From an optimization exercise on the open Yosys and OpenROAD flow, aimed at small area and few clock cycles; shortcuts taken in it are not production practice. In this exercise RTL edits were held to simulation tests only and were not proved equivalent to the original. No activity file was given, so power comes from the tool's default toggle rates.

--- design.v ---
`default_nettype none
package mbdpl_pkg;
    typedef enum logic
    {
        KIND_SAMPLE = 1'b0,
        KIND_FETCH  = 1'b1
    } kind_t;
    localparam int RAW_WIDTH      = 5;
    localparam int TIME_WIDTH     = 32;
    localparam int INTERVAL_WIDTH = 16;
    localparam int ACTION_WIDTH   = 3;
    localparam int DOWN_INDEX     = 3;
    localparam logic [INTERVAL_WIDTH-1:0] INTERVAL_RESET = 16'd50;
    localparam int            ADDR_WIDTH             = 3;
    localparam logic [2:0]    ADDR_DEBOUNCE_INTERVAL = 3'd0;
    localparam int            APB_DATA_WIDTH         = 32;
    localparam int IN_TDATA_WIDTH  = 40;
    localparam int OUT_TDATA_WIDTH = 8;
    typedef struct packed
    {
        logic [TIME_WIDTH-1:0] now_ms;
        logic [RAW_WIDTH-1:0]  raw_levels;
        kind_t                 kind;
    } item_t;
endpackage
`default_nettype wire
`default_nettype none
module mbdpl_gt2 (
    input  wire logic [1:0] nx,
    input  wire logic [1:0] y,
    input  wire logic       c,
    output logic            gt
);
    logic br;
    assign br = (nx[0] & y[0]) | (nx[0] & c) | (y[0] & c);
    assign gt = (nx[1] & y[1]) | (nx[1] & br) | (y[1] & br);
endmodule
module mbdpl_gt2_first (
    input  wire logic [1:0] nx,
    input  wire logic [1:0] y,
    output logic            gt
);
    logic br;
    assign br = nx[0] & y[0];
    assign gt = (nx[1] & y[1]) | (nx[1] & br) | (y[1] & br);
endmodule
module mbdpl_gt16 (
    input  wire logic [15:0] nx,
    input  wire logic [15:0] y,
    output logic             gt
);
    logic [8:1] br;
    mbdpl_gt2_first u_first (.nx(nx[1:0]), .y(y[1:0]), .gt(br[1]));
    for (genvar s = 1; s < 8; s++)
    begin : g_step
        mbdpl_gt2 u_step (
            .nx (nx[2*s +: 2]),
            .y  (y[2*s +: 2]),
            .c  (br[s]),
            .gt (br[s+1])
        );
    end
    assign gt = br[8];
endmodule
module mbdpl_eq16 (
    input  wire logic [15:0] a,
    input  wire logic [15:0] b,
    output logic             eq
);
    assign eq = (a == b);
endmodule
module mbdpl_window (
    input  wire logic [31:0] ct,
    input  wire logic [15:0] nnow_lo,     
    input  wire logic [15:0] nwin_lo,     
    input  wire logic        win_wrap,    
    input  wire logic [15:0] now_hi,      
    input  wire logic [15:0] now_hi_m1,   
    output logic             in_window
);
    logic br_now;    
    logic br_win;    
    logic in_lo;
    logic hi_eq;
    logic hi_eq_m1;
    mbdpl_gt16 u_now (.nx(nnow_lo), .y(ct[15:0]), .gt(br_now));
    mbdpl_gt16 u_win (.nx(nwin_lo), .y(ct[15:0]), .gt(br_win));
    mbdpl_eq16 u_hi_eq    (.a(ct[31:16]), .b(now_hi),    .eq(hi_eq));
    mbdpl_eq16 u_hi_eq_m1 (.a(ct[31:16]), .b(now_hi_m1), .eq(hi_eq_m1));
    assign in_lo    = win_wrap ? (br_win | ~br_now) : (br_win & ~br_now);
    assign in_window   = in_lo & (br_now ? hi_eq_m1 : hi_eq);
endmodule
module mbdpl_button_bank #(
    parameter int BUTTON_COUNT = 5
) (
    input  wire logic                                   clk,
    input  wire logic                                   rst_n,
    input  wire logic                                   fire,
    input  wire logic                                   commit,
    input  wire mbdpl_pkg::item_t                       item,
    input  wire logic [mbdpl_pkg::INTERVAL_WIDTH-1:0]   interval,
    output logic      [mbdpl_pkg::ACTION_WIDTH-1:0]     action_code,
    output logic                                        down_held
);
    localparam int TW = mbdpl_pkg::TIME_WIDTH;
    localparam int HW = TW / 2;
    logic [BUTTON_COUNT-1:0] prev_reg;
    logic [BUTTON_COUNT-1:0] stable_reg;
    logic [BUTTON_COUNT-1:0] press_reg;
    logic                    fetch_reg;      
    logic [TW-1:0]           change_time_reg [BUTTON_COUNT];
    logic [BUTTON_COUNT-1:0] settled_reg;    
    logic                    sample_reg;     
    logic [BUTTON_COUNT-1:0] raw;
    logic [BUTTON_COUNT-1:0] changed;
    logic [BUTTON_COUNT-1:0] in_window;
    logic [BUTTON_COUNT-1:0] settled;
    logic [BUTTON_COUNT-1:0] pick;           
    logic [BUTTON_COUNT-1:0] press_eff;      
    logic                    sample;
    logic                    interval_zero;
    logic [HW-1:0]           now_lo;
    logic [HW-1:0]           now_hi;
    logic [HW-1:0]           now_hi_m1;
    logic [HW-1:0]           nwin_lo;
    logic                    win_wrap;
    assign raw           = BUTTON_COUNT'(item.raw_levels);
    assign sample        = (item.kind == mbdpl_pkg::KIND_SAMPLE);
    assign changed       = raw ^ prev_reg;
    assign interval_zero = (interval == '0);
    assign now_lo    = item.now_ms[HW-1:0];
    assign now_hi    = item.now_ms[TW-1:HW];
    assign now_hi_m1 = now_hi - 1'b1;
    assign {win_wrap, nwin_lo} = {1'b0, interval} + {1'b0, ~now_lo};
    for (genvar i = 0; i < BUTTON_COUNT; i++)
    begin : g_button
        mbdpl_window u_window (
            .ct        (change_time_reg[i]),
            .nnow_lo   (~now_lo),
            .nwin_lo   (nwin_lo),
            .win_wrap  (win_wrap),
            .now_hi    (now_hi),
            .now_hi_m1 (now_hi_m1),
            .in_window    (in_window[i])
        );
        assign settled[i] = changed[i] ? interval_zero : ~in_window[i];
    end
    assign pick      = press_reg & ~(press_reg - 1'b1);
    assign press_eff = fetch_reg ? (press_reg & ~pick) : press_reg;
    always_comb
    begin
        action_code = '0;
        for (int i = BUTTON_COUNT - 1; i >= 0; i--)
        begin
            if (pick[i])
            begin
                action_code = mbdpl_pkg::ACTION_WIDTH'(i + 1);
            end
        end
        if (!fetch_reg)
        begin
            action_code = '0;
        end
    end
    assign down_held = ~stable_reg[mbdpl_pkg::DOWN_INDEX];
    always_ff @(posedge clk or negedge rst_n)
    begin
        if (!rst_n)
        begin
            prev_reg   <= '1;
            stable_reg <= '1;
            press_reg  <= '0;
            fetch_reg  <= 1'b0;
        end
        else
        begin
            if (fire && sample)
            begin
                prev_reg <= raw;
            end
            if (commit)
            begin
                if (sample_reg)
                begin
                    stable_reg <= (settled_reg & prev_reg) | (~settled_reg & stable_reg);
                    press_reg  <= press_eff | (settled_reg & ~prev_reg & stable_reg);
                end
                else
                begin
                    press_reg  <= press_eff;
                end
                fetch_reg <= !sample_reg;
            end
        end
    end
    always_ff @(posedge clk)
    begin
        for (int i = 0; i < BUTTON_COUNT; i++)
        begin
            if (fire && sample && changed[i])
            begin
                change_time_reg[i] <= item.now_ms;
            end
        end
        if (fire)
        begin
            settled_reg <= settled;
            sample_reg  <= sample;
        end
    end
endmodule
`default_nettype wire
`default_nettype none
module multi_button_debounce_press_latch #(
    parameter int BUTTON_COUNT = 5
) (
    input  wire logic                                   clk,
    input  wire logic                                   rst_n,
    input  wire logic [mbdpl_pkg::IN_TDATA_WIDTH-1:0]   s_tdata,
    input  wire logic                                   s_tuser,
    input  wire logic                                   s_tvalid,
    output logic                                        s_tready,
    output logic      [mbdpl_pkg::OUT_TDATA_WIDTH-1:0]  m_tdata,
    output logic                                        m_tvalid,
    input  wire logic                                   m_tready,
    input  wire logic                                   psel,
    input  wire logic                                   penable,
    input  wire logic                                   pwrite,
    input  wire logic [mbdpl_pkg::ADDR_WIDTH-1:0]       paddr,
    input  wire logic [mbdpl_pkg::APB_DATA_WIDTH-1:0]   pwdata,
    output logic      [mbdpl_pkg::APB_DATA_WIDTH-1:0]   prdata,
    output logic                                        pready
);
    logic                                       stage_valid_reg;
    logic                                       out_valid_reg;
    logic [mbdpl_pkg::INTERVAL_WIDTH-1:0]       interval_reg;
    logic                                       commit;
    logic                                       in_xfer;
    logic                                       cfg_write;
    logic [mbdpl_pkg::ACTION_WIDTH-1:0]         action_code;
    logic                                       down_held;
    mbdpl_pkg::item_t                           in_item;
    assign in_item.kind       = mbdpl_pkg::kind_t'(s_tuser);
    assign in_item.raw_levels = s_tdata[mbdpl_pkg::RAW_WIDTH-1:0];
    assign in_item.now_ms     =
        s_tdata[mbdpl_pkg::RAW_WIDTH +: mbdpl_pkg::TIME_WIDTH];
    assign commit   = stage_valid_reg && (!out_valid_reg || m_tready);
    assign s_tready = !stage_valid_reg || commit;
    assign in_xfer  = s_tvalid && s_tready;
    assign m_tvalid = out_valid_reg;
    assign m_tdata  = {
        (mbdpl_pkg::OUT_TDATA_WIDTH - mbdpl_pkg::ACTION_WIDTH - 1)'(0),
        down_held, action_code};
    assign pready    = 1'b1;
    assign cfg_write = psel && penable && pwrite
                       && (paddr == mbdpl_pkg::ADDR_DEBOUNCE_INTERVAL);
    assign prdata    = (paddr == mbdpl_pkg::ADDR_DEBOUNCE_INTERVAL)
                       ? mbdpl_pkg::APB_DATA_WIDTH'(interval_reg) : '0;
    mbdpl_button_bank #(
        .BUTTON_COUNT (BUTTON_COUNT)
    ) u_bank (
        .clk         (clk),
        .rst_n       (rst_n),
        .fire        (in_xfer),
        .commit      (commit),
        .item        (in_item),
        .interval    (interval_reg),
        .action_code (action_code),
        .down_held   (down_held)
    );
    always_ff @(posedge clk or negedge rst_n)
    begin
        if (!rst_n)
        begin
            stage_valid_reg <= 1'b0;
            out_valid_reg   <= 1'b0;
            interval_reg    <= mbdpl_pkg::INTERVAL_RESET;
        end
        else
        begin
            if (in_xfer)
            begin
                stage_valid_reg <= 1'b1;
            end
            else if (commit)
            begin
                stage_valid_reg <= 1'b0;
            end
            if (commit)
            begin
                out_valid_reg <= 1'b1;
            end
            else if (m_tready)
            begin
                out_valid_reg <= 1'b0;
            end
            if (cfg_write)
            begin
                interval_reg <= pwdata[mbdpl_pkg::INTERVAL_WIDTH-1:0];
            end
        end
    end
endmodule
`default_nettype wire
--- flow/run.sh ---
#!/bin/bash
# Layout flow: the standard flow (standard synthesis unchanged), with
# synthesis buffers removed at floorplan (repair re-buffers where needed),
# single-strength buffers on the ports and a clock tree of clkbuf_8 in small
# clusters without dummy loads. make's whole output goes to flow_make.log
# here; each ORFS step also keeps its own log under orfs/logs/.
set -euo pipefail
bash standard.sh \
    "REMOVE_ABC_BUFFERS=1" \
    "BUFFER_PORTS_ARGS=-buffer_cell sky130_fd_sc_hd__buf_1" \
    "CTS_ARGS=-sink_clustering_enable -repair_clock_nets -buf_list sky130_fd_sc_hd__clkbuf_8 -sink_clustering_size 10 -dont_use_dummy_load" \
    finish > flow_make.log 2>&1
--- standard.sh ---
#!/bin/bash
# synth_recipe.tcl (not shown) runs the flow's synth.tcl, then flattens the netlist and writes it again
# the make line also repeats each setting of config.mk as NAME=value (left out here)
make -C /OpenROAD-flow-scripts/flow DESIGN_CONFIG=/design/flow/config.mk WORK_HOME=/design/flow/orfs CLKGATE_MAP_FILE= SYNTH_SCRIPT=/design/flow/synth_recipe.tcl "${@:-finish}"
--- config.mk ---
export PLATFORM = sky130hd
export DESIGN_NAME = multi_button_debounce_press_latch
export DESIGN_NICKNAME = multi_button_debounce_press_latch
export VERILOG_FILES = /design/flow/design.v
export SDC_FILE = /design/flow/constraint.sdc
export NUM_CORES = 4
export LEC_CHECK = 0
export CAP_MARGIN = 20
export CORE_MARGIN = 2
export CORE_UTILIZATION = 40
export GPL_TIMING_DRIVEN = 0
export SLEW_MARGIN = 20
export SYNTH_HIERARCHICAL = 1
--- constraint.sdc ---
create_clock -name core_clock -period 6.5 [get_ports {clk}]
set_input_delay 1.3000 -clock core_clock [delete_from_list [all_inputs] [get_ports {clk}]]
set_output_delay 1.3000 -clock core_clock [all_outputs]
set_load 0.01 [all_outputs]
==> results of run 1 <==
-- layer usage --
metal  GRT usage (%)  vias to the layer above
met1            24.4                     4033
met5               0                        -
met2            28.4                      203
met3            3.32                       34
met4            6.67                        0
li1                -                     4056
-- modules after synthesis, one instance, submodules excluded, a selection --
module	area, sq um	cells inside	flip-flops and latches	copies in the design
multi_button_debounce_press_latch	997	85	18	1
mbdpl_eq16	178	21	0	10
mbdpl_window	21.3	4	0	5
mbdpl_gt2	20.0	4	0	70
mbdpl_gt2_first	15.0	3	0	10
-- how the worst min path moves through the flow --
stage                    start            end  cells after the start
2_1_floorplan  stage_valid_reg  out_valid_reg                      1
3_3_place_gp   stage_valid_reg  out_valid_reg                      1
3_5_place_dp   stage_valid_reg  out_valid_reg                      1
4_1_cts        stage_valid_reg  out_valid_reg                      1
5_1_grt        stage_valid_reg  out_valid_reg                      1
6_report       stage_valid_reg  out_valid_reg                      1
-- critical path: stages --
cell     delay [ns]
buf_1          0.16
inv_1          0.29
ha_1           0.23
inv_1          0.05
fa_1           0.39
xnor2_1        0.74
a21oi_1        0.15
o21ai_1        0.23
o22ai_1        0.11
o21ai_1        0.32
o22ai_1        0.15
o21ai_1        0.22
o22ai_1        0.12
o21ai_1        0.28
o22ai_1        0.13
o21ai_1        0.21
o22ai_1        0.11
o21ai_1        0.23
o22ai_1        0.11
o21ai_1        0.25
nor2_1         0.08
o21ai_1        0.15
mux2i_1        0.10
-- cells by family (layout without fill, tap and decap cells) --
kind of cell / Yosys count / after routing
AOI/OAI and AO/OA: 286 / 286
xor gates and xnor gates: 187 / 187
adders and majority gates: 18 / 18
buffers and inverters: 56 / 138
DFF: 200 / 200
muxes: 31 / 31
other: 2 / 21
and+or+nand+nor: 267 / 267
-- through the flow --
step	cells	util, %	instance area [sq um]	total power [W]
after detailed placement	1509	43.9	12300	0.00267
after global placement	1502	43.2	12100	0.00262
after global routing	1526	44.7	12500	0.00347
after floorplan	1039	-	11300	0.00236
final	1526	44.7	12500	0.00327
after CTS	1526	44.7	12500	0.00329
-- power by group --
part | total (W) | internal [W] | switching [W]
Combinational | 0.00105 | 0.000390 | 0.000657
Sequential | 0.00161 | 0.00153 | 0.0000837
Clock | 0.000615 | 0.000233 | 0.000382
Total | 0.00327 | 0.00215 | 0.00112
-- placed cells by master, fill, tap and decap left out, types with 14 or more instances in the layout --
master	instances
conb_1	21
nand2b_1	14
a21oi_1	92
xor2_1	15
o21ai_1	76
dfrtp_1	21
inv_1	29
ha_1	17
clkbuf_8	17
mux2_2	14
edfxtp_1	166
buf_1	84
nor2_1	34
xnor2_1	172
nand4_1	49
and2_1	19
o22ai_1	70
nand2_1	100
-- cell type report --
cell class / instances / share of cell area (%)
clock buffer: 17 / 1.87
timing repair buffer: 92 / 3.80
multi-input combinational: 810 / 42.8
inverter: 29 / 0.871
tap: 378 / 3.78
sequential: 200 / 46.8
==> flow_metrics.env, run 1 <==
export IMPL_clkTransAtPathRegs_ns=0.11
export IMPL_grt_max_degree=25
export IMPL_syn_inst=1047
export IMPL_io_pins=126
export IMPL_route_vias_total=8326
export IMPL_area_growth_pct=9.62
export IMPL_yosys_area_top_type_share_pct=43.7
export IMPL_finalSetupTns_ns=0
export IMPL_fmaxAchievable_mhz=168
export IMPL_dieArea_sq_mm=0.0299
export IMPL_max_slew_margin_rel_pct=29.0
export IMPL_hold_path_class="flop to flop"
export IMPL_seq_area_frac_synth_pct=51.3
export IMPL_fin_ws_ns=0.562
export IMPL_drt_met1_wl_um=13000
export IMPL_rrSetupSlack_ns=1.48
export IMPL_preCtsSetupSlack_ns=0.149
export IMPL_cts_tree="yes"
export IMPL_end_kind="flop"
export IMPL_viasPerCell=5.46
export IMPL_syn_avg_cell_area_sq_um=10.9
export IMPL_r2r_cells=20
export IMPL_synth_top_family_by_area="XOR/XNOR gates"
export IMPL_grt_pass1_vias=7869
export IMPL_highest_layer="met4"
export IMPL_power_leakage_nw=4.09
export IMPL_synthArstFlopShare_pct=17.0
export IMPL_gp_congestion=0.833
export IMPL_dp_hpwl_um=20000
export IMPL_grt_first_pass_wirelength_um=42100
export IMPL_fillerInstances=2613
export IMPL_synth_edf_count=166
export IMPL_wl_um=27200
export IMPL_worst_pin_slew_ns=1.06
export IMPL_wire_per_inst_um=17.8
export IMPL_startpoint_type="primary input"
export IMPL_multi_input_area_sq_mm=0.00536
export IMPL_core_area_sq_mm=0.0279
export IMPL_ys_warn_count=10
export IMPL_period_needed_ns=5.94
export IMPL_synth_area_mux_share_pct=3.01
export IMPL_synth_area_leaders="edfxtp_1, xnor2_1, dfrtp_1, a21oi_1, o22ai_1"
export IMPL_die_x_um=173
export IMPL_synth_compound_area_share_pct=14.1
export IMPL_rsz0062_at_grt="no"
export IMPL_clockBufferDepth=2
export IMPL_crit_path_max_fanout=11
export IMPL_syn_cell_area_sq_mm=0.0114
export IMPL_grt_overflow=0
export IMPL_track_usage_pct=17.9
export IMPL_wl_met3_um=1150
export IMPL_crit_arrival_ns=6.14
export IMPL_synthXorXnorAreaFrac_pct=14.4
export IMPL_whs_ns=0.493
export IMPL_drive_gt1_share_pct=6.62
export IMPL_drc=0
export IMPL_ant_nets=0
export IMPL_n_antenna_cell=0
export IMPL_numCtsBuffers=17
export IMPL_crit_required_ns=6.71
export IMPL_rows=61
export IMPL_ys_seq_elements=200
export IMPL_clk_latency_ns=0.47
export IMPL_synth_distinct_cells=50
export IMPL_root_buffer="clkbuf_8"
export IMPL_ir_worst_vdd_uv=113
export IMPL_regArea_sq_mm=0.00585
export IMPL_cts_setup_buffers=0
export IMPL_powerDensity_mw_per_mm2=262
export IMPL_outcome="complete, no violations"
export IMPL_yosys_area_share_simple_pct=12.4
export IMPL_clkSinkCount=200
export IMPL_firstDrtPassIters=5
export IMPL_finalMaxSlewViolations=0
export IMPL_synth_adder_area_share_pct=2.04
export IMPL_synthTopCellsByCount="xnor2_1, edfxtp_1, nand2_1"
export IMPL_largest_reg_flops=160
export IMPL_path_class="primary input to flop"
export IMPL_timing_final_hold_violations=0
export IMPL_nets=1251
export IMPL_setup_worst_path_start="s_tdata[5]"
export IMPL_die_h_um=173
export IMPL_htreeDepth=4
export IMPL_cts_repair_resized=0
export IMPL_reg2reg_to="u_bank.settled_reg[1]"
export IMPL_setup_violations=0
export IMPL_r2r_start="interval_reg[1]"
export IMPL_maxCapViolations=0
export IMPL_synth_most_common_cell="xnor2_1"
export IMPL_synth_ff_type="edfxtp_1"
export IMPL_finalCritPeriodShare_pct=91.4
export IMPL_met2_length_um=12400
export IMPL_io_buffers=85
export IMPL_fin_skew_ns=0.0490
export IMPL_holdBufCountCts=0
export IMPL_synth_largest_area_cell="edfxtp_1"
export IMPL_drt_iter0_drc=691
export IMPL_start_util_pct=40.8
export IMPL_antenna_found_initial=0
export IMPL_critical_path_endpoint="u_bank.settled_reg[1]"
Testbench counts, summed over its fixed seeds: cycles 12,016.
==> run 2, diff against run 1 <==
==> flow/run.sh (replaced) <==
#!/bin/bash
# Layout flow: the standard flow (standard synthesis unchanged), with
# synthesis buffers removed at floorplan (repair re-buffers where needed),
# single-strength buffers on the ports and a clock tree of clkbuf_16 without
# dummy loads. make's whole output goes to flow_make.log
# here; each ORFS step also keeps its own log under orfs/logs/.
set -euo pipefail
bash standard.sh \
    "REMOVE_ABC_BUFFERS=1" \
    "BUFFER_PORTS_ARGS=-buffer_cell sky130_fd_sc_hd__buf_1" \
    "CTS_ARGS=-sink_clustering_enable -repair_clock_nets -buf_list sky130_fd_sc_hd__clkbuf_16 -dont_use_dummy_load" \
    finish > flow_make.log 2>&1
==> flow_metrics.env, run 2 <==
export IMPL_io_buffers=85
export IMPL_core_area_sq_mm=0.0279
export IMPL_cp_buffers_inverters=3
export IMPL_root_buffer="clkbuf_16"
export IMPL_drc=0
export IMPL_worst_pin_slew_ns=1.05
export IMPL_grt_overflow=0
export IMPL_nets=1251
export IMPL_max_slew_margin_rel_pct=29.3
export IMPL_numCtsBuffers=17
export IMPL_antenna_found_initial=0
export IMPL_cts_setup_buffers=0
export IMPL_yosys_area_top_type_share_pct=43.7
export IMPL_final_common_cell="xnor2_1"
export IMPL_fin_skew_ns=0.0360
export IMPL_fin_ws_ns=0.536
export IMPL_clk_latency_ns=0.44
export IMPL_die_x_um=173
export IMPL_ant_nets=0
export IMPL_cts_tree="yes"
export IMPL_hold_path_class="flop to flop"
export IMPL_firstDrtPassIters=5
export IMPL_gp_congestion=0.833
export IMPL_drive_gt1_share_pct=6.62
export IMPL_seq_area_frac_synth_pct=51.3
export IMPL_clkTransAtPathRegs_ns=0.08
export IMPL_finalSetupTns_ns=0
export IMPL_timing_final_hold_violations=0
export IMPL_viasPerCell=5.47
export IMPL_powerDensity_mw_per_mm2=278
export IMPL_synth_edf_count=166
export IMPL_finalCritPeriodShare_pct=91.8
export IMPL_critPathTopFamily="compound AO/OA/AOI/OAI gates"
export IMPL_wl_um=27100
export IMPL_startpoint_type="primary input"
export IMPL_grt_pass1_vias=7916
export IMPL_grt_first_pass_wirelength_um=42000
export IMPL_path_class="primary input to flop"
export IMPL_fmaxAchievable_mhz=168
export IMPL_power_leakage_nw=4.18
export IMPL_io_pins=126
export IMPL_grt_max_degree=25
export IMPL_period_needed_ns=5.96
export IMPL_synthArstFlopShare_pct=17.0
export IMPL_syn_avg_cell_area_sq_um=10.9
export IMPL_end_kind="flop"
export IMPL_ir_worst_vdd_uv=180
export IMPL_synth_ff_type="edfxtp_1"
export IMPL_fillerInstances=2595
export IMPL_rows=61
export IMPL_multi_input_area_sq_mm=0.00536
export IMPL_synth_area_leaders="edfxtp_1, xnor2_1, dfrtp_1, a21oi_1, o22ai_1"
export IMPL_regArea_sq_mm=0.00585
export IMPL_layout_common_cells="xnor2_1, edfxtp_1, nand2_1, a21oi_1, buf_1"
export IMPL_largest_reg_flops=160
export IMPL_syn_inst=1047
export IMPL_ys_seq_elements=200
export IMPL_ys_warn_count=10
export IMPL_path_common_cell="o21ai_1"
export IMPL_clockBufferDepth=2
export IMPL_crit_required_ns=6.67
export IMPL_p_total_w=0.00353
export IMPL_clkSinkCount=200
export IMPL_start_util_pct=40.8
export IMPL_synthTopCellsByCount="xnor2_1, edfxtp_1, nand2_1"
export IMPL_htreeDepth=4
export IMPL_worst_path_largest_cell_delay_ns=0.71
export IMPL_n_antenna_cell=0
export IMPL_synth_most_common_cell="xnor2_1"
export IMPL_maxCapViolations=0
export IMPL_synth_largest_area_cell="edfxtp_1"
export IMPL_die_h_um=173
export IMPL_slowest_stage="xnor2_1"
export IMPL_syn_cell_area_sq_mm=0.0114
export IMPL_holdBufCountCts=0
export IMPL_crit_path_max_fanout=11
export IMPL_drt_iter0_drc=586
export IMPL_route_vias_total=8342
export IMPL_track_usage_pct=17.9
export IMPL_synth_distinct_cells=50
export IMPL_whs_ns=0.485
export IMPL_path_cells="buf_1 -> inv_1 -> ha_1 -> inv_1 -> fa_1 -> nor2b_1 -> o21a_1 -> nor2_1 -> xnor2_1 -> a21oi_1 -> o21ai_1 -> o22ai_1 -> o21ai_1 -> o22ai_1 -> o21ai_1 -> o22ai_1 -> o21ai_1 -> o22ai_1 -> o21ai_1 -> o22ai_1 -> o21ai_1 -> nor2_1 -> o21ai_1 -> mux2i_1"
export IMPL_outcome="complete, no violations"
export IMPL_cts_repair_resized=0
export IMPL_dp_hpwl_um=20000
export IMPL_rsz0062_at_grt="no"
export IMPL_dieArea_sq_mm=0.0299
export IMPL_finalMaxSlewViolations=0
export IMPL_crit_arrival_ns=6.13
export IMPL_wire_per_inst_um=17.8
export IMPL_setup_violations=0
export IMPL_preCtsSetupSlack_ns=0.149
export IMPL_area_growth_pct=11.3
-- run 2: Yosys stat by module, one instance, submodules excluded, excerpt --
module	flops+latches	times used
mbdpl_eq16	0	10
mbdpl_window	0	5
multi_button_debounce_press_latch	18	1
mbdpl_gt2	0	70
mbdpl_gt2_first	0	10
-- run 2: area by class of cell --
class	count	share of cell area, %
Clock buffer	17	3.35
Timing Repair Buffer	92	3.75
Tap cell	378	3.73
Inverter	29	0.858
Multi-Input combinational cell	810	42.2
Sequential cell	200	46.1
-- run 2: path summary, 6_finish.rpt --
| check | from | to | cells after the start | slack (ns) |
|---|---|---|---|---|
| min in group asynchronous | rst_n | interval_reg[0] | 1 | 0.76 |
| worst min-delay path | stage_valid_reg | out_valid_reg | 1 | 0.48 |
| worst min register to register | stage_valid_reg | out_valid_reg | 1 | 0.48 |
| max in group asynchronous | rst_n | u_bank.prev_reg[2] | 2 | 5.23 |
| worst max-delay path | s_tdata[5] | u_bank.settled_reg[1] | 24 | 0.54 |
| worst max register to register | interval_reg[1] | u_bank.settled_reg[1] | 21 | 1.49 |
-- run 2: logic make-up after synthesis --
family | Yosys count | share of synthesized area, %
xor+xnor | 187 | 14.4
simple gates | 267 | 12.4
mux | 31 | 3.01
fa+ha+maj | 18 | 2.04
other cells | 2 | 0.0659
buf+inv | 56 | 2.70
compound gates | 286 | 14.1
flops | 200 | 51.3
-- run 2: power by group --
group          internal [W]  switching (W)
combinational      0.000390       0.000655
sequential          0.00153      0.0000837
clock              0.000456       0.000413
-- run 2: per-stage QoR --
step           cell area, sq um  utilization (%)  cells
3_3_place_gp              12100             43.2   1502
2_1_floorplan             11300                -   1039
6_report                  12700             45.4   1526
3_5_place_dp              12300             43.9   1509
5_1_grt                   12700             45.4   1526
4_1_cts                   12700             45.4   1526
-- run 2: per-layer routing --
metal	routed length (um)	global-route usage, %	vias to the layer above	part of all wire, %
li1	-	-	4061	-
met1	12800	24.3	4045	47
met4	666	6.39	0	2.5
met5	0	0	-	0
met2	12500	28.6	206	46
met3	1180	3.34	30	4.4
==> run 3, diff against run 2 <==
--- a/design.v
+++ b/design.v
@@ -26,5 +26,5 @@
 `default_nettype wire
 `default_nettype none
-module mbdpl_gt2 (
+module mbdpl_maj2 (
     input  wire logic [1:0] nx,
     input  wire logic [1:0] y,
@@ -36,5 +36,5 @@
     assign gt = (nx[1] & y[1]) | (nx[1] & br) | (y[1] & br);
 endmodule
-module mbdpl_gt2_first (
+module mbdpl_maj2_first (
     input  wire logic [1:0] nx,
     input  wire logic [1:0] y,
@@ -51,8 +51,8 @@
 );
     logic [8:1] br;
-    mbdpl_gt2_first u_first (.nx(nx[1:0]), .y(y[1:0]), .gt(br[1]));
+    mbdpl_maj2_first u_first (.nx(nx[1:0]), .y(y[1:0]), .gt(br[1]));
     for (genvar s = 1; s < 8; s++)
     begin : g_step
-        mbdpl_gt2 u_step (
+        mbdpl_maj2 u_step (
             .nx (nx[2*s +: 2]),
             .y  (y[2*s +: 2]),
@@ -63,18 +63,123 @@
     assign gt = br[8];
 endmodule
-module mbdpl_eq16 (
+module mbdpl_fa (
+    input  wire logic a,
+    input  wire logic b,
+    input  wire logic c,
+    output logic      s,
+    output logic      co
+);
+    assign s  = a ^ b ^ c;
+    assign co = (a & b) | (a & c) | (b & c);
+endmodule
+module mbdpl_add16 (
     input  wire logic [15:0] a,
     input  wire logic [15:0] b,
-    output logic             eq
+    output logic [16:0]      s
 );
-    assign eq = (a == b);
+    logic [16:0] c;
+    assign c[0] = 1'b0;
+    assign s[0] = a[0] ^ b[0];
+    assign c[1] = a[0] & b[0];
+    mbdpl_maj2_first u_first (.nx(a[1:0]), .y(b[1:0]), .gt(c[2]));
+    mbdpl_fa u_sum_1 (.a(a[1]), .b(b[1]), .c(c[1]), .s(s[1]), .co());
+    for (genvar k = 1; k < 8; k++)
+    begin : g_step
+        mbdpl_maj2 u_carry (
+            .nx (a[2*k +: 2]),
+            .y  (b[2*k +: 2]),
+            .c  (c[2*k]),
+            .gt (c[2*k+2])
+        );
+        mbdpl_fa u_fa (
+            .a  (a[2*k]),
+            .b  (b[2*k]),
+            .c  (c[2*k]),
+            .s  (s[2*k]),
+            .co (c[2*k+1])
+        );
+        mbdpl_fa u_sum (.a(a[2*k+1]), .b(b[2*k+1]), .c(c[2*k+1]), .s(s[2*k+1]), .co());
+    end
+    assign s[16] = c[16];
+endmodule
+module mbdpl_gray16 (
+    input  wire logic [15:0] x,
+    output logic [15:0]      g
+);
+    assign g = x ^ (x >> 1);
+endmodule
+module mbdpl_low_step2 (
+    input  wire logic       z,
+    input  wire logic [1:0] x,
+    output logic [1:0]      m,
+    output logic            zo
+);
+    assign m[0] = z & x[0];
+    assign m[1] = z & ~x[0] & x[1];
+    assign zo   = z & ~x[0] & ~x[1];
+endmodule
+module mbdpl_gray_step16 (
+    input  wire logic [15:0] x,
+    output logic [15:0]      m
+);
+    logic [8:0]  z;      
+    logic [15:0] low;    
+    assign z[0] = 1'b1;
+    for (genvar k = 0; k < 8; k++)
+    begin : g_step
+        mbdpl_low_step2 u_step (
+            .z  (z[k]),
+            .x  (x[2*k +: 2]),
+            .m  (low[2*k +: 2]),
+            .zo (z[k+1])
+        );
+    end
+    assign m = {low[15] | z[8], low[14:0]};
+endmodule
+module mbdpl_gray_slice2 (
+    input  wire logic [1:0] g,
+    input  wire logic [1:0] gx,
+    input  wire logic [1:0] m,
+    output logic            ne,
+    output logic            na
+);
+    logic [1:0] e;
+    assign e  = ~(g ^ gx);
+    assign ne = ~(e[0] & e[1]);
+    assign na = ~((e[0] | m[0]) & (e[1] | m[1]));
+endmodule
+module mbdpl_gray_near16 (
+    input  wire logic [15:0] g,
+    input  wire logic [15:0] gx,
+    input  wire logic [15:0] m,
+    input  wire logic        b,
+    output logic             near
+);
+    logic [7:0] ne;
+    logic [7:0] na;
+    logic       all_eq;
+    logic       rest_eq;
+    for (genvar k = 0; k < 8; k++)
+    begin : g_slice
+        mbdpl_gray_slice2 u_slice (
+            .g  (g[2*k +: 2]),
+            .gx (gx[2*k +: 2]),
+            .m  (m[2*k +: 2]),
+            .ne (ne[k]),
+            .na (na[k])
+        );
+    end
+    assign all_eq  = ~(|ne);
+    assign rest_eq = ~(|na);
+    assign near    = b ? (rest_eq & ~all_eq) : all_eq;
 endmodule
 module mbdpl_window (
-    input  wire logic [31:0] ct,
+    input  wire logic [15:0] ct_lo,
+    input  wire logic [15:0] ct_hi_gray,
     input  wire logic [15:0] nnow_lo,     
     input  wire logic [15:0] nwin_lo,     
     input  wire logic        win_wrap,    
-    input  wire logic [15:0] now_hi,      
-    input  wire logic [15:0] now_hi_m1,   
+    input  wire logic [15:0] now_hi_gray,
+    input  wire logic [15:0] step,        
     output logic             in_window
 );
@@ -82,12 +187,16 @@
     logic br_win;    
     logic in_lo;
-    logic hi_eq;
-    logic hi_eq_m1;
-    mbdpl_gt16 u_now (.nx(nnow_lo), .y(ct[15:0]), .gt(br_now));
-    mbdpl_gt16 u_win (.nx(nwin_lo), .y(ct[15:0]), .gt(br_win));
-    mbdpl_eq16 u_hi_eq    (.a(ct[31:16]), .b(now_hi),    .eq(hi_eq));
-    mbdpl_eq16 u_hi_eq_m1 (.a(ct[31:16]), .b(now_hi_m1), .eq(hi_eq_m1));
-    assign in_lo    = win_wrap ? (br_win | ~br_now) : (br_win & ~br_now);
-    assign in_window   = in_lo & (br_now ? hi_eq_m1 : hi_eq);
+    logic hi_near;
+    mbdpl_gt16 u_now (.nx(nnow_lo), .y(ct_lo), .gt(br_now));
+    mbdpl_gt16 u_win (.nx(nwin_lo), .y(ct_lo), .gt(br_win));
+    mbdpl_gray_near16 u_hi (
+        .g    (ct_hi_gray),
+        .gx   (now_hi_gray),
+        .m    (step),
+        .b    (br_now),
+        .near (hi_near)
+    );
+    assign in_lo     = win_wrap ? (br_win | ~br_now) : (br_win & ~br_now);
+    assign in_window = in_lo & hi_near;
 endmodule
 module mbdpl_button_bank #(
@@ -122,5 +231,6 @@
     logic [HW-1:0]           now_lo;
     logic [HW-1:0]           now_hi;
-    logic [HW-1:0]           now_hi_m1;
+    logic [HW-1:0]           now_hi_gray;
+    logic [HW-1:0]           step;
     logic [HW-1:0]           nwin_lo;
     logic                    win_wrap;
@@ -131,15 +241,17 @@
     assign now_lo    = item.now_ms[HW-1:0];
     assign now_hi    = item.now_ms[TW-1:HW];
-    assign now_hi_m1 = now_hi - 1'b1;
-    assign {win_wrap, nwin_lo} = {1'b0, interval} + {1'b0, ~now_lo};
+    mbdpl_gray16      u_now_hi_gray (.x(now_hi), .g(now_hi_gray));
+    mbdpl_gray_step16 u_step        (.x(now_hi), .m(step));
+    mbdpl_add16 u_win (.a(interval), .b(~now_lo), .s({win_wrap, nwin_lo}));
     for (genvar i = 0; i < BUTTON_COUNT; i++)
     begin : g_button
         mbdpl_window u_window (
-            .ct        (change_time_reg[i]),
-            .nnow_lo   (~now_lo),
-            .nwin_lo   (nwin_lo),
-            .win_wrap  (win_wrap),
-            .now_hi    (now_hi),
-            .now_hi_m1 (now_hi_m1),
+            .ct_lo       (change_time_reg[i][HW-1:0]),
+            .ct_hi_gray  (change_time_reg[i][TW-1:HW]),
+            .nnow_lo     (~now_lo),
+            .nwin_lo     (nwin_lo),
+            .win_wrap    (win_wrap),
+            .now_hi_gray (now_hi_gray),
+            .step        (step),
             .in_window    (in_window[i])
         );
@@ -200,5 +312,5 @@
             if (fire && sample && changed[i])
             begin
-                change_time_reg[i] <= item.now_ms;
+                change_time_reg[i] <= {now_hi_gray, now_lo};
             end
         end
==> flow_metrics.env, run 3 <==
export IMPL_ys_seq_elements=200
export IMPL_gp_congestion=0.839
export IMPL_clk_latency_ns=0.43
export IMPL_io_pins=126
export IMPL_die_x_um=168
export IMPL_syn_avg_cell_area_sq_um=11.2
export IMPL_drive_gt1_share_pct=7.16
export IMPL_die_h_um=168
export IMPL_end_kind="flop"
export IMPL_final_common_cell="edfxtp_1"
export IMPL_finalMaxSlewViolations=0
export IMPL_finalSetupTns_ns=0
export IMPL_ir_worst_vdd_uv=174
export IMPL_viasPerCell=5.46
export IMPL_hold_path_end="out_valid_reg"
export IMPL_syn_cell_area_sq_mm=0.0108
export IMPL_cts_repair_resized=0
export IMPL_fin_skew_ns=0.0251
export IMPL_clkSinkCount=200
export IMPL_grt_first_pass_wirelength_um=38500
export IMPL_hold_path_class="flop to flop"
export IMPL_synth_largest_area_cell="edfxtp_1"
export IMPL_dp_hpwl_um=18200
export IMPL_cts_setup_buffers=0
export IMPL_synth_distinct_cells=42
export IMPL_largest_reg_flops=160
export IMPL_grt_pass1_vias=6969
export IMPL_max_slew_margin_rel_pct=35.0
export IMPL_nets=1162
export IMPL_clockBufferDepth=2
export IMPL_preCtsSetupSlack_ns=0.109
export IMPL_r2r_cells=21
export IMPL_grt_max_degree=28
export IMPL_seq_power_share_pct=47.0
export IMPL_pwr_share_comb_pct=28.2
export IMPL_synth_most_common_cell="edfxtp_1"
export IMPL_crit_required_ns=6.77
export IMPL_internal_power_w=0.00237
export IMPL_rrSetupSlack_ns=1.29
export IMPL_rsz0062_at_grt="no"
export IMPL_power_switching_w=0.00110
export IMPL_power_leakage_nw=4.03
export IMPL_finalCritPeriodShare_pct=91.5
export IMPL_min_delay_start="stage_valid_reg"
export IMPL_synth_edf_count=166
export IMPL_swShare_pct=31.7
export IMPL_synth_area_leaders="edfxtp_1, xnor2_1, o22ai_1, dfrtp_1, nand2_1"
export IMPL_drc=0
export IMPL_reg2reg_to="u_bank.settled_reg[0]"
export IMPL_root_buffer="clkbuf_16"
export IMPL_min_delay_path_depth=1
export IMPL_synthArstFlopShare_pct=17.0
export IMPL_r2r_start="interval_reg[1]"
export IMPL_drt_iter0_drc=558
export IMPL_firstDrtPassIters=5
export IMPL_io_buffers=85
export IMPL_crit_path_max_fanout=12
export IMPL_clkTransAtPathRegs_ns=0.08
export IMPL_period_needed_ns=5.94
export IMPL_holdBufCountCts=0
export IMPL_route_vias_total=7661
export IMPL_area_growth_pct=11.2
export IMPL_rows=60
export IMPL_wl_um=24600
export IMPL_start_util_pct=40.4
export IMPL_track_usage_pct=17.5
export IMPL_wire_per_inst_um=17.6
export IMPL_fin_ws_ns=0.555
export IMPL_crit_arrival_ns=6.22
export IMPL_n_antenna_cell=0
export IMPL_numCtsBuffers=17
export IMPL_maxCapViolations=0
export IMPL_ys_warn_count=10
export IMPL_timing_final_hold_violations=0
export IMPL_antenna_found_initial=4
export IMPL_core_area_sq_mm=0.0267
export IMPL_fmaxAchievable_mhz=168
export IMPL_dieArea_sq_mm=0.0282
export IMPL_fillerInstances=2408
export IMPL_pwr_share_clk_pct=24.7
export IMPL_cts_tree="yes"
export IMPL_grt_overflow=0
export IMPL_htreeDepth=4
export IMPL_synth_ff_type="edfxtp_1"
export IMPL_seq_area_frac_synth_pct=54.4
export IMPL_syn_inst=960
export IMPL_setup_violations=0
export IMPL_path_class="primary input to flop"
export IMPL_startpoint_type="primary input"
export IMPL_layout_common_cells="edfxtp_1, nand2_1, o22ai_1, a21oi_1, xnor2_1"
export IMPL_powerDensity_mw_per_mm2=291
export IMPL_synthTopCellsByCount="edfxtp_1, nand2_1, o22ai_1"
export IMPL_ant_nets=0
export IMPL_yosys_area_top_type_share_pct=46.3
export IMPL_outcome="complete, no violations"
export IMPL_worst_pin_slew_ns=0.971
[run 3: logic make-up after synthesis]
logic type / count (synthesis) / share of synthesized area, %
AOI/OAI and AO/OA: 313 / 16.4
and+or+nand+nor: 245 / 11.6
DFF: 200 / 54.4
xor gates and xnor gates: 100 / 8.14
buffers and inverters: 47 / 2.65
muxes: 36 / 3.83
adders and majority gates: 16 / 2.91
other: 3 / 0.105
[run 3: worst max-delay path, stage by stage]
cell and delay, ns:
buf_1 0.15, inv_1 0.32, a31oi_1 0.07, nor2_1 0.23, o22ai_1 0.13, o21ai_1 0.30, o22ai_1 0.15, o21ai_1 0.28
o22ai_1 0.13, o21ai_1 0.30, o22ai_1 0.13, o21ai_1 0.29, o22ai_1 0.14, o21ai_1 0.29, o22ai_1 0.13, o21ai_1 0.29
fa_1 0.26, fa_1 0.59, o22ai_1 0.25, o21ai_1 0.10, o21bai_1 0.14, a21boi_1 0.10, mux2i_1 0.14
[run 3: worst max path at each step]
| stage | start | end | depth (start not counted) |
|---|---|---|---|
| floorplan | s_tdata[5] | u_bank.settled_reg[0] | 22 |
| finish | s_tdata[6] | u_bank.settled_reg[0] | 23 |
| global route | s_tdata[6] | u_bank.settled_reg[3] | 23 |
| detailed placement | s_tdata[5] | u_bank.settled_reg[1] | 23 |
| global placement | s_tdata[5] | u_bank.settled_reg[1] | 23 |
| CTS | s_tdata[5] | u_bank.settled_reg[1] | 23 |
[run 3: modules after synthesis (local to each module, per instance), a selection]
module,flip-flops and latches,times used,cells
mbdpl_fa,0,15,1
mbdpl_gray_near16,0,5,7
mbdpl_gray_slice2,0,40,4
mbdpl_low_step2,0,8,3
mbdpl_maj2,0,77,4
mbdpl_window,0,5,3
[run 3: final cells by class]
type	count	area (sq um)	area share, %
sequential	200	5850	48.9
multi-input combinational	734	4740	39.6
timing repair buffer	91	448	3.75
tap	341	427	3.57
clock buffer	17	425	3.56
inverter	19	71.3	0.596
[run 3: power groups by stage]
stage	registers [W]	clock network (W)	logic, W
5_1_grt	0.00165	0.000926	0.00109
3_5_place_dp	0.00166	0	0.000978
2_1_floorplan	0.00164	0	0.000714
6_report	0.00163	0.000859	0.000981
3_3_place_gp	0.00166	0	0.000932
4_1_cts	0.00164	0.000880	0.000979
[run 3: routing by layer]
metal	part of all wire [%]	GRT usage (%)
met1	46	24.2
met2	46	27.7
met3	5.6	3.76
met4	2.2	5.67
met5	0.23	0
[run 3: per-stage QoR]
stage / power, W / instances / hold slack, ns / utilization [%] / cell area [sq um]
global route: 0.00367 / 1402 / 0.517 / 44.9 / 12000
global placement: 0.00260 / 1379 / 0.461 / 42.7 / 11400
floorplan: 0.00235 / 953 / 0.449 / - / 10600
finish: 0.00348 / 1402 / 0.490 / 44.9 / 12000
detailed placement: 0.00264 / 1385 / 0.486 / 43.3 / 11500
CTS: 0.00349 / 1402 / 0.496 / 44.9 / 12000
Testbench counts of run 3, summed over its fixed seeds: cycles 12,016.
==> run 4, diff against run 3 <==
==> flow/run.sh (replaced) <==
#!/bin/bash
# Layout flow: the standard flow (standard synthesis unchanged), with
# synthesis buffers removed at floorplan (repair re-buffers where needed),
# one tie cell per constant level rather than one per load, single-strength
# buffers on the ports and a clock tree of clkbuf_8 in small clusters without
# dummy loads. make's whole output goes to flow_make.log here; each ORFS step
# also keeps its own log under orfs/logs/.
set -euo pipefail
bash standard.sh \
    "REMOVE_ABC_BUFFERS=1" \
    "SKIP_REPAIR_TIE_FANOUT=1" \
    "BUFFER_PORTS_ARGS=-buffer_cell sky130_fd_sc_hd__buf_1" \
    "CTS_ARGS=-sink_clustering_enable -repair_clock_nets -buf_list sky130_fd_sc_hd__clkbuf_8 -sink_clustering_size 8 -dont_use_dummy_load" \
    finish > flow_make.log 2>&1
--- a/config.mk
+++ b/config.mk
@@ -8,5 +8,5 @@
 export CAP_MARGIN = 20
 export CORE_MARGIN = 2
-export CORE_UTILIZATION = 40
+export CORE_UTILIZATION = 70
 export GPL_TIMING_DRIVEN = 0
 export SLEW_MARGIN = 20
==> flow_metrics.env, run 4 <==
export IMPL_end_kind="flop"
export IMPL_startpoint_type="primary input"
export IMPL_ys_warn_count=10
export IMPL_synth_largest_area_cell="edfxtp_1"
export IMPL_die_x_um=128
export IMPL_start_util_pct=71.3
export IMPL_io_pins=126
export IMPL_firstDrtPassIters=5
export IMPL_synthTopCellsByCount="edfxtp_1, nand2_1, o22ai_1"
export IMPL_synth_ff_type="edfxtp_1"
export IMPL_cts_repair_resized=0
export IMPL_seq_area_frac_synth_pct=54.4
export IMPL_wl_um=23200
export IMPL_grt_max_degree=24
export IMPL_period_needed_ns=5.99
export IMPL_die_h_um=128
export IMPL_place_area_sq_mm=0.0113
export IMPL_pwr_share_comb_pct=30.4
export IMPL_io_buffers=85
export IMPL_cts_tree="yes"
export IMPL_internal_power_w=0.00215
export IMPL_dp_hpwl_um=17200
export IMPL_gp_congestion=0.903
export IMPL_fillerInstances=1042
export IMPL_holdBufCountCts=0
export IMPL_htreeDepth=4
export IMPL_syn_cell_area_sq_mm=0.0108
export IMPL_ir_worst_vdd_uv=177
export IMPL_worst_pin_slew_ns=0.969
export IMPL_antenna_found_initial=0
export IMPL_finalMaxSlewViolations=0
export IMPL_crit_arrival_ns=6.28
export IMPL_synth_distinct_cells=42
export IMPL_fmaxAchievable_mhz=167
export IMPL_finalCritPeriodShare_pct=92.1
export IMPL_grt_pass1_vias=7325
export IMPL_clk_latency_ns=0.47
export IMPL_synth_edf_count=166
export IMPL_viasPerCell=6.39
export IMPL_clockBufferDepth=2
export IMPL_power_leakage_nw=3.89
export IMPL_syn_avg_cell_area_sq_um=11.2
export IMPL_timing_final_hold_violations=0
export IMPL_clkTransAtPathRegs_ns=0.07
export IMPL_n_antenna_cell=0
export IMPL_nets=1141
export IMPL_synth_area_leaders="edfxtp_1, xnor2_1, o22ai_1, dfrtp_1, nand2_1"
export IMPL_drc=0
export IMPL_layout_common_cells="edfxtp_1, nand2_1, o22ai_1, a21oi_1, xnor2_1"
export IMPL_final_area_sq_mm=0.0115
export IMPL_wire_per_inst_um=18.9
export IMPL_route_vias_total=7845
export IMPL_final_common_cell="edfxtp_1"
export IMPL_track_usage_pct=29.3
export IMPL_fin_skew_ns=0.0340
export IMPL_synthArstFlopShare_pct=17.0
export IMPL_crit_path_max_fanout=13
export IMPL_ys_seq_elements=200
export IMPL_outcome="complete, no violations"
export IMPL_yosys_area_top_type_share_pct=46.3
export IMPL_clkSinkCount=200
export IMPL_rows=45
export IMPL_core_area_sq_mm=0.0151
export IMPL_pwr_share_clk_pct=18.5
export IMPL_hold_path_class="flop to flop"
export IMPL_max_slew_margin_rel_pct=35.2
export IMPL_synth_most_common_cell="edfxtp_1"
export IMPL_grt_overflow=0
export IMPL_largest_reg_flops=160
export IMPL_numCtsBuffers=17
export IMPL_ant_nets=0
export IMPL_setup_violations=0
export IMPL_area_growth_pct=7.02
export IMPL_finalSetupTns_ns=0
export IMPL_seq_power_share_pct=51.1
export IMPL_grt_first_pass_wirelength_um=36700
export IMPL_crit_required_ns=6.79
export IMPL_drive_gt1_share_pct=7.21
export IMPL_path_class="primary input to flop"
export IMPL_rsz0062_at_grt="no"
export IMPL_dieArea_sq_mm=0.0164
export IMPL_drt_iter0_drc=701
export IMPL_maxCapViolations=0
export IMPL_powerDensity_mw_per_mm2=278
export IMPL_power_switching_w=0.00105
export IMPL_cts_setup_buffers=0
export IMPL_root_buffer="clkbuf_8"
export IMPL_syn_inst=960
export IMPL_swShare_pct=32.9
run 4: worst max-delay path, cell delays in order:
cell      delay [ns]
buf_1           0.14
inv_1           0.35
a31oi_1         0.14
nor2_1          0.21
o22ai_1         0.12
o21ai_1         0.29
o22ai_1         0.14
o21ai_1         0.31
a21oi_1         0.13
o21ai_1         0.31
o22ai_1         0.14
o21ai_1         0.28
o22ai_1         0.15
o21ai_1         0.30
o22ai_1         0.14
o21ai_1         0.28
fa_1            0.25
fa_1            0.56
o22ai_1         0.22
o21ai_1         0.12
o21bai_1        0.17
a21boi_1        0.10
mux2i_1         0.14
run 4: power groups by stage:
stage / Combinational (W) / Sequential, W / Clock, W
2_1_floorplan: 0.000714 / 0.00164 / 0
4_1_cts: 0.000963 / 0.00163 / 0.000596
3_3_place_gp: 0.000903 / 0.00166 / 0
3_5_place_dp: 0.000958 / 0.00166 / 0
5_1_grt: 0.00107 / 0.00165 / 0.000643
6_report: 0.000974 / 0.00163 / 0.000592
run 4: layer usage:
metal | global-route usage [%] | routed length (um) | vias up | share of wire (%)
met2 | 48.3 | 11100 | 318 | 48
met3 | 5.38 | 1750 | 22 | 7.5
met5 | 0 | 0 | - | 0
met4 | 7.05 | 302 | 0 | 1.3
met1 | 41.1 | 10100 | 3767 | 43
li1 | - | - | 3738 | -
run 4: final timing paths:
kind,startpoint,endpoint,slack (ns),cells past startpoint
min in group asynchronous,rst_n,interval_reg[12],0.77,1
worst max-delay path,s_tdata[5],u_bank.settled_reg[1],0.51,23
max in group asynchronous,rst_n,u_bank.prev_reg[0],5.18,2
worst min register to register,stage_valid_reg,out_valid_reg,0.49,1
worst min-delay path,stage_valid_reg,out_valid_reg,0.49,1
worst max register to register,interval_reg[1],u_bank.settled_reg[1],1.29,21
run 4: cell families after synthesis:
group           share of synthesized area [%]
buf+inv                                  2.65
compound gates                           16.4
mux                                      3.83
simple gates                             11.6
other cells                             0.105
xor+xnor                                 8.14
fa+ha+maj                                2.91
flops                                    54.4
run 4: area by class of cell:
type | instances | area [sq um] | area share, %
well taps | 188 | 235 | 2.04
repair buffers | 91 | 463 | 4.02
inverters | 19 | 71.3 | 0.619
flip-flops and latches | 200 | 5850 | 50.8
clock buffers | 17 | 234 | 2.03
multi-input cells | 713 | 4660 | 40.5
run 4: through the flow:
step | total power, W | setup slack [ns] | hold WS [ns] | cells | utilization [%]
floorplan | 0.00235 | 1.32 | 0.449 | 932 | -
global placement | 0.00256 | 0.398 | 0.472 | 1205 | 73.5
detailed placement | 0.00262 | 0.178 | 0.478 | 1211 | 74.8
CTS | 0.00319 | 0.661 | 0.502 | 1228 | 76.3
global route | 0.00337 | 0.109 | 0.520 | 1228 | 76.3
finish | 0.00320 | 0.512 | 0.492 | 1228 | 76.3
run 4: modules after synthesis (local to each module, per instance), excerpt:
module	cell area (sq um)	cells inside
mbdpl_gray_step16	10.0	2
mbdpl_maj2_first	15.0	3
mbdpl_gray16	139	16
mbdpl_low_step2	28.8	3
mbdpl_fa	20.0	1
mbdpl_gray_slice2	27.5	4
mbdpl_window	18.8	3
==> run 5, diff against run 4 <==
--- a/config.mk
+++ b/config.mk
@@ -8,5 +8,5 @@
 export CAP_MARGIN = 20
 export CORE_MARGIN = 2
-export CORE_UTILIZATION = 70
+export CORE_UTILIZATION = 55
 export GPL_TIMING_DRIVEN = 0
 export SLEW_MARGIN = 20
==> flow_metrics.env, run 5 <==
export IMPL_end_kind="flop"
export IMPL_track_usage_pct=23.2
export IMPL_power_leakage_nw=3.89
export IMPL_syn_inst=960
export IMPL_syn_avg_cell_area_sq_um=11.2
export IMPL_timing_final_hold_violations=0
export IMPL_period_needed_ns=5.93
export IMPL_clockBufferDepth=2
export IMPL_route_vias_total=7538
export IMPL_maxCapViolations=0
export IMPL_wl_um=23300
export IMPL_final_common_cell="edfxtp_1"
export IMPL_clkTransAtPathRegs_ns=0.09
export IMPL_grt_overflow=0
export IMPL_viasPerCell=5.78
export IMPL_io_buffers=85
export IMPL_htreeDepth=4
export IMPL_setup_worst_path_start="s_tdata[5]"
export IMPL_powerDensity_mw_per_mm2=275
export IMPL_finalCritPeriodShare_pct=91.3
export IMPL_synth_distinct_cells=42
export IMPL_holdBufCountCts=0
export IMPL_crit_arrival_ns=6.23
export IMPL_seq_area_frac_synth_pct=54.4
export IMPL_clk_latency_ns=0.46
export IMPL_cts_repair_resized=0
export IMPL_drc=0
export IMPL_dp_hpwl_um=17200
export IMPL_finalMaxSlewViolations=0
export IMPL_r2r_start="interval_reg[1]"
export IMPL_synth_area_leaders="edfxtp_1, xnor2_1, o22ai_1, dfrtp_1, nand2_1"
export IMPL_core_area_sq_mm=0.0193
export IMPL_dieArea_sq_mm=0.0207
export IMPL_ant_nets=0
export IMPL_multi_input_area_sq_mm=0.00466
export IMPL_grt_max_degree=24
export IMPL_synthTopCellsByCount="edfxtp_1, nand2_1, o22ai_1"
export IMPL_io_pins=126
export IMPL_drive_gt1_share_pct=7.21
export IMPL_rows=51
export IMPL_rrSetupSlack_ns=1.29
export IMPL_cts_tree="yes"
export IMPL_synth_most_common_cell="edfxtp_1"
export IMPL_syn_cell_area_sq_mm=0.0108
export IMPL_grt_first_pass_wirelength_um=36300
export IMPL_setup_violations=0
export IMPL_n_antenna_cell=0
export IMPL_reg2reg_to="u_bank.settled_reg[0]"
export IMPL_r2r_cells=21
export IMPL_synthArstFlopShare_pct=17.0
export IMPL_clkSinkCount=200
export IMPL_numCtsBuffers=17
export IMPL_finalSetupTns_ns=0
export IMPL_synth_edf_count=166
export IMPL_worst_pin_slew_ns=0.965
export IMPL_cts_setup_buffers=0
export IMPL_regArea_sq_mm=0.00585
export IMPL_yosys_area_top_type_share_pct=46.3
export IMPL_fillerInstances=1619
export IMPL_largest_reg_flops=160
export IMPL_fin_skew_ns=0.0252
export IMPL_ir_worst_vdd_uv=137
export IMPL_gp_congestion=0.820
export IMPL_die_x_um=144
export IMPL_crit_required_ns=6.79
export IMPL_die_h_um=144
export IMPL_firstDrtPassIters=5
export IMPL_antenna_found_initial=0
export IMPL_max_slew_margin_rel_pct=35.5
export IMPL_critical_path_endpoint="u_bank.settled_reg[0]"
export IMPL_start_util_pct=55.6
export IMPL_rsz0062_at_grt="no"
export IMPL_final_util_pct=60.1
export IMPL_crit_path_max_fanout=13
export IMPL_outcome="complete, no violations"
export IMPL_ys_seq_elements=200
export IMPL_fmaxAchievable_mhz=168
export IMPL_hold_path_class="flop to flop"
export IMPL_synth_ff_type="edfxtp_1"
export IMPL_wire_per_inst_um=17.8
export IMPL_nets=1141
export IMPL_root_buffer="clkbuf_8"
export IMPL_layout_common_cells="edfxtp_1, nand2_1, o22ai_1, a21oi_1, xnor2_1"
export IMPL_grt_pass1_vias=6666
export IMPL_synth_largest_area_cell="edfxtp_1"
export IMPL_drt_iter0_drc=479
export IMPL_ys_warn_count=10
export IMPL_path_class="primary input to flop"
export IMPL_area_growth_pct=7.99
export IMPL_startpoint_type="primary input"
-- run 5: kinds of logic (layout without fill, tap and decap cells) --
logic type	after synthesis	count (layout)	synth area share, %
multiplexers	36	36	3.83
flip-flops	200	200	54.4
AO/OA/AOI/OAI	313	313	16.4
adder cells (fa/ha/maj)	16	16	2.91
XOR/XNOR	100	100	8.14
buffers and inverters	47	127	2.65
other	3	3	0.105
AND/OR/NAND/NOR	245	245	11.6
-- run 5: metrics by stage --
stage	setup WS [ns]	power, W	hold WS, ns	cell area, sq um	cells
after floorplan	1.32	0.00235	0.449	10500	932
after global placement	0.342	0.00259	0.471	11200	1282
after detailed placement	0.109	0.00263	0.478	11400	1288
after CTS	0.610	0.00322	0.494	11600	1305
after global routing	0.108	0.00339	0.502	11600	1305
final	0.565	0.00320	0.489	11600	1305
-- run 5: worst max-delay path, stage by stage --
cell	delay (ns)
buf_1	0.12
inv_1	0.32
a31oi_1	0.14
nor2_1	0.21
o22ai_1	0.12
o21ai_1	0.29
o22ai_1	0.14
o21ai_1	0.30
o22ai_1	0.14
o21ai_1	0.31
o22ai_1	0.15
o21ai_1	0.28
o22ai_1	0.13
o21ai_1	0.30
o22ai_1	0.14
o21ai_1	0.28
fa_1	0.25
fa_1	0.57
o22ai_1	0.25
o21ai_1	0.11
o21bai_1	0.14
a21boi_1	0.09
mux2i_1	0.15
-- run 5: area by class of cell --
cell class / instances / share of cell area (%)
inverters: 19 / 0.614
multi-input cells: 713 / 40.1
repair buffers: 91 / 4.05
flip-flops and latches: 200 / 50.4
clock buffers: 17 / 2.01
well taps: 265 / 2.85
-- run 5: power by group --
group	total (W)	switching [W]	internal [W]
combinational	0.000970	0.000591	0.000380
sequential	0.00163	0.0000931	0.00154
clock	0.000597	0.000365	0.000232
total	0.00320	0.00105	0.00215
-- run 5: routing by layer --
layer | global-route usage [%] | share of wire (%) | up-vias
li1 | - | - | 3734
met1 | 35.0 | 48 | 3607
met2 | 34.9 | 46 | 187
met3 | 4.43 | 5.0 | 10
met4 | 5.83 | 0.90 | 0
met5 | 0 | 0 | -
-- run 5: worst min-delay path by stage --
stage                     from       endpoint  slack (ns)  depth (start not counted)
2_1_floorplan  stage_valid_reg  out_valid_reg        0.45                          1
3_3_place_gp   stage_valid_reg  out_valid_reg        0.47                          1
3_5_place_dp   stage_valid_reg  out_valid_reg        0.48                          1
4_1_cts        stage_valid_reg  out_valid_reg        0.49                          1
5_1_grt        stage_valid_reg  out_valid_reg        0.50                          1
6_report       stage_valid_reg  out_valid_reg        0.49                          1
-- run 5: per-module statistics from Yosys (local to each module, per instance), a selection --
module / flops+latches / cell area, sq um
mbdpl_fa: 0 / 20.0
mbdpl_gray16: 0 / 139
mbdpl_gray_near16: 0 / 46.3
mbdpl_gray_step16: 0 / 10.0
mbdpl_maj2: 0 / 20.0
mbdpl_window: 0 / 18.8
multi_button_debounce_press_latch: 18 / 997

afterwards: timing with drivers on the ports:
The results above use ideal ports. As a check the final layouts listed here were re-extracted and re-timed, cells and wires unchanged. Step 1, drivers: a clkbuf_16 drives clk and a buf_2 each remaining input, both assumed. Step 2 moves the port delays by t, midway between the first and last clock arrival at a register: inputs arrive t later, outputs are due t later. That takes back most of the time a late clock gives input paths. Three values: no drivers, after step 1, after step 2; two values: the first two.
| run | t, ns | setup slack, ns | worst data-port slew with drivers (ns) |
|---|---|---|---|
| run 1 | 0.493 | 0.562 / 0.588 / 0.096 | 0.05 |
| run 2 | 0.464 | 0.536 / 0.560 / 0.096 | 0.05 |
| run 3 | 0.466 | 0.555 / 0.582 / 0.117 | 0.06 |
| run 4 | 0.494 | 0.512 / 0.534 / 0.040 | 0.04 |
| run 5 | 0.490 | 0.565 / 0.587 / 0.097 | 0.03 |
After both steps every run listed still meets setup and hold. For run 4, which loses most, drivers alone change the setup slack by +0.022 ns; drivers and shift together by -0.472 ns.
